This is an optimization exercise on Yosys and OpenROAD, whose aim is small area, a short achievable clock period and few clock cycles per item, not a production implementation. At most, simulation tests tie the RTL to the original design; equivalence was not proved.

==> nickel: inputs <==
==> flow/design.v <==
module permutation_multi_round (
  input  logic         clock,
  input  logic         reset_n,
  input  logic         i_sys_enable,
  input  logic         i_start,
  input  logic [3:0]   i_num_rounds,
  input  logic [319:0] i_state,
  output logic         o_busy,
  output logic         o_done,
  output logic         o_error,
  output logic [319:0] o_state
);
  localparam int CUT = 1;
  function automatic logic [63:0] ror64(input logic [63:0] x, input integer n);
    logic [127:0] w_dbl;
    w_dbl = {x, x} >> n;
    ror64 = w_dbl[63:0];
  endfunction
  function automatic logic [319:0] round_tail(input logic [319:0] z);
    logic [63:0] z0, z1, z2, z3, z4;
    z0 = z[319:256];
    z1 = z[255:192];
    z2 = z[191:128];
    z3 = z[127:64];
    z4 = z[63:0];
    z0 = z0 ^ ror64(z0, 19) ^ ror64(z0, 28);
    z1 = z1 ^ ror64(z1, 61) ^ ror64(z1, 39);
    z2 = z2 ^ ror64(z2, 1)  ^ ror64(z2, 6);
    z3 = z3 ^ ror64(z3, 10) ^ ror64(z3, 17);
    z4 = z4 ^ ror64(z4, 7)  ^ ror64(z4, 41);
    round_tail = {z0, z1, z2, z3, z4};
  endfunction
  function automatic logic [319:0] round_head(input logic [319:0] s, input logic [7:0] rc);
    logic [63:0] a0, a1, a2, a3, a4;
    logic [63:0] y0, y1, y2, y3, y4;
    a0 = s[319:256] ^ s[63:0];
    a1 = s[255:192];
    a2 = s[191:128] ^ s[255:192] ^ {56'd0, rc};
    a3 = s[127:64];
    a4 = s[63:0] ^ s[127:64];
    y0 = a0 ^ (~a1 & a2);
    y1 = a1 ^ (~a2 & a3);
    y2 = a2 ^ (~a3 & a4);
    y3 = a3 ^ (~a4 & a0);
    y4 = a4 ^ (~a0 & a1);
    round_head = {y0 ^ y4, y1 ^ y0, ~y2, y3 ^ y2, y4};
  endfunction
  function automatic logic [7:0] rconst(input logic [3:0] i);
    rconst = {4'hF - i, i};
  endfunction
  logic         r_run;
  logic [3:0]   r_idx;
  logic [319:0] r_state;
  logic         r_done;
  logic         r_error;
  logic [319:0] w_tail;
  logic [319:0] w_src;
  logic [3:0]   w_src_idx;
  logic [319:0] w_head;
  logic         w_legal;
  logic         w_load;
  logic         w_last;
  assign w_legal = (i_num_rounds != 4'd0) &&
                   !(i_num_rounds[3] && i_num_rounds[2] && (i_num_rounds[1] || i_num_rounds[0]));
  assign w_load  = !r_run && i_start && w_legal;
  assign w_tail    = round_tail(r_state);
  assign w_src_idx = r_run ? r_idx + 4'd1 : 4'd12 - i_num_rounds;
  assign w_last    = (w_src_idx == 4'd11);
  if (CUT == 0) begin : g_cut0
    assign w_src   = r_run ? r_state : i_state;
    assign w_head  = round_tail(round_head(w_src, rconst(w_src_idx)));
    assign o_state = r_state;
  end else begin : g_cut1
    assign w_src   = r_run ? w_tail : i_state;
    assign w_head  = round_head(w_src, rconst(w_src_idx));
    assign o_state = w_tail;
  end
  always_ff @(posedge clock or negedge reset_n) begin
    if (!reset_n) begin
      r_run   <= 1'b0;
      r_idx   <= 4'd0;
      r_state <= 320'd0;
      r_done  <= 1'b0;
      r_error <= 1'b0;
    end else if (!i_sys_enable) begin
      r_run   <= 1'b0;
      r_idx   <= 4'd0;
      r_state <= 320'd0;
      r_done  <= 1'b0;
      r_error <= 1'b0;
    end else begin
      if (r_run || w_load) begin
        r_state <= w_head;
        r_idx   <= w_src_idx;
        r_run   <= !w_last;
        r_done  <= w_last;
      end else begin
        r_done  <= 1'b0;
      end
      r_error <= !r_run && i_start && !w_legal;
    end
  end
  assign o_busy  = r_run;
  assign o_done  = r_done;
  assign o_error = r_error;
endmodule
==> flow/flow/run.sh <==
#!/bin/bash
# Standard layout, with the port buffers made from plain buffers.
bash standard.sh BUFFER_PORTS_ARGS="-buffer_cell sky130_fd_sc_hd__buf_1" finish > standard.log 2>&1
==> flow/standard.sh <==
#!/bin/bash
# synth_recipe.tcl (not shown) runs the flow's synth.tcl, then flattens the netlist and writes it again
# the make line also repeats each setting of config.mk as NAME=value (left out here)
make -C /OpenROAD-flow-scripts/flow DESIGN_CONFIG=/design/flow/config.mk WORK_HOME=/design/flow/orfs CLKGATE_MAP_FILE= SYNTH_SCRIPT=/design/flow/synth_recipe.tcl "${@:-finish}"
==> flow/config.mk <==
export PLATFORM = sky130hd
export DESIGN_NAME = permutation_multi_round
export DESIGN_NICKNAME = permutation_multi_round
export VERILOG_FILES = /design/flow/design.v
export SDC_FILE = /design/flow/constraint.sdc
export NUM_CORES = 4
export LEC_CHECK = 0
export CAP_MARGIN = 5
export CORE_MARGIN = 2
export CORE_UTILIZATION = 40
export SETUP_SLACK_MARGIN = 2.1
export SLEW_MARGIN = 5
==> flow/constraint.sdc <==
create_clock -name core_clock -period 5.0 [get_ports {clock}]
set_input_delay 1.0000 -clock core_clock [delete_from_list [all_inputs] [get_ports {clock}]]
set_output_delay 1.0000 -clock core_clock [all_outputs]
set_load 0.01 [all_outputs]
==> amber (differences from nickel) <==
==> flow/design.v, changed modules only <==
module permutation_multi_round (
  input  logic         clock,
  input  logic         reset_n,
  input  logic         i_sys_enable,
  input  logic         i_start,
  input  logic [3:0]   i_num_rounds,
  input  logic [319:0] i_state,
  output logic         o_busy,
  output logic         o_done,
  output logic         o_error,
  output logic [319:0] o_state
);
  function automatic logic [63:0] ror64(input logic [63:0] x, input integer n);
    logic [127:0] w_dbl;
    w_dbl = {x, x} >> n;
    ror64 = w_dbl[63:0];
  endfunction
  function automatic logic [319:0] round_tail(input logic [319:0] z);
    logic [63:0] z0, z1, z2, z3, z4;
    z0 = z[319:256];
    z1 = z[255:192];
    z2 = z[191:128];
    z3 = z[127:64];
    z4 = z[63:0];
    z0 = z0 ^ ror64(z0, 19) ^ ror64(z0, 28);
    z1 = z1 ^ ror64(z1, 61) ^ ror64(z1, 39);
    z2 = z2 ^ ror64(z2, 1)  ^ ror64(z2, 6);
    z3 = z3 ^ ror64(z3, 10) ^ ror64(z3, 17);
    z4 = z4 ^ ror64(z4, 7)  ^ ror64(z4, 41);
    round_tail = {z0, z1, z2, z3, z4};
  endfunction
  function automatic logic [319:0] round_head(input logic [319:0] s, input logic [7:0] rc);
    logic [63:0] a0, a1, a2, a3, a4;
    logic [63:0] y0, y1, y2, y3, y4;
    a0 = s[319:256] ^ s[63:0];
    a1 = s[255:192];
    a2 = s[191:128] ^ s[255:192] ^ {56'd0, rc};
    a3 = s[127:64];
    a4 = s[63:0] ^ s[127:64];
    y0 = a0 ^ (~a1 & a2);
    y1 = a1 ^ (~a2 & a3);
    y2 = a2 ^ (~a3 & a4);
    y3 = a3 ^ (~a4 & a0);
    y4 = a4 ^ (~a0 & a1);
    round_head = {y0 ^ y4, y1 ^ y0, ~y2, y3 ^ y2, y4};
  endfunction
  function automatic logic [7:0] rconst(input logic [3:0] i);
    rconst = {4'hF - i, i};
  endfunction
  logic         r_run;
  logic [3:0]   r_idx;      
  logic [319:0] r_state;
  logic         r_done;
  logic         r_error;
  logic         w_legal;
  logic [319:0] w_round;
  assign w_legal = (i_num_rounds != 4'd0) &&
                   !(i_num_rounds[3] && i_num_rounds[2] && (i_num_rounds[1] || i_num_rounds[0]));
  assign w_round = round_tail(round_head(r_state, rconst(r_idx)));
  always_ff @(posedge clock or negedge reset_n) begin
    if (!reset_n) begin
      r_run   <= 1'b0;
      r_idx   <= 4'd0;
      r_state <= 320'd0;
      r_done  <= 1'b0;
      r_error <= 1'b0;
    end else if (!i_sys_enable) begin
      r_run   <= 1'b0;
      r_idx   <= 4'd0;
      r_state <= 320'd0;
      r_done  <= 1'b0;
      r_error <= 1'b0;
    end else begin
      r_done  <= 1'b0;
      r_error <= 1'b0;
      if (r_run) begin
        r_state <= w_round;
        r_idx   <= r_idx + 4'd1;
        if (r_idx == 4'd11) begin
          r_run  <= 1'b0;
          r_done <= 1'b1;
        end
      end else if (i_start) begin
        if (w_legal) begin
          r_state <= i_state;
          r_idx   <= 4'd12 - i_num_rounds;
          r_run   <= 1'b1;
        end else begin
          r_error <= 1'b1;
        end
      end
    end
  end
  assign o_state = r_state;
  assign o_busy  = r_run;
  assign o_done  = r_done;
  assign o_error = r_error;
endmodule
--- a/flow/config.mk
+++ b/flow/config.mk
@@ -6,7 +6,7 @@
 export NUM_CORES = 4
 export LEC_CHECK = 0
-export CAP_MARGIN = 5
+export CAP_MARGIN = 20
 export CORE_MARGIN = 2
 export CORE_UTILIZATION = 40
-export SETUP_SLACK_MARGIN = 2.1
-export SLEW_MARGIN = 5
+export SETUP_SLACK_MARGIN = 2.4
+export SLEW_MARGIN = 20
==> notes <==
- In amber the clock skew is higher than in nickel, by 0.011 ns.
- Against nickel, the routed wire length of amber is larger by 11%.
- Against amber, the utilization of nickel is lower by 2.0 points.
- amber finished clean. nickel completed with no timing, DRC or antenna violations.
- Of amber and nickel, amber has the higher via count (gap 16%, measured against nickel).
- Against amber, the hold slack of nickel is higher by 0.051 ns.
- In amber the critical path depth is higher than in nickel, by 5.
Testbench counts of nickel, summed over its fixed seeds: cycles 22,998, items 2,400.
No functional check of the RTL was part of amber.

==> afterwards: timing with drivers on the ports <==
The flow's constraints put no driver on any port. The routed layouts listed below were extracted and timed again, unchanged, in two steps.
Step 1: set_driving_cell puts a clkbuf_16 on clock and a buf_2 on each other input, an assumption about the parent block.
Step 2, shift: input delay + t, output delay - t, t = (earliest + latest rising clock arrival at the registers) / 2. This alone moves slack from input paths to output paths.
Three values: ideal ports, drivers, drivers and shift; two values: the first two.
run | t, ns | setup slack, ns | slew at the worst register clock pin (ns) | cell pins on the clock port's net
nickel | 0.655 | 2.057 / 1.980 / 1.600 | 0.06 / 0.06 | 1
amber | 0.669 | 2.277 / 2.277 / 1.730 | 0.07 / 0.07 | 1
After both steps every run listed still meets setup and hold. The setup slack of amber, which loses most, moves by 0.000 ns with the drivers and by -0.547 ns with both steps.
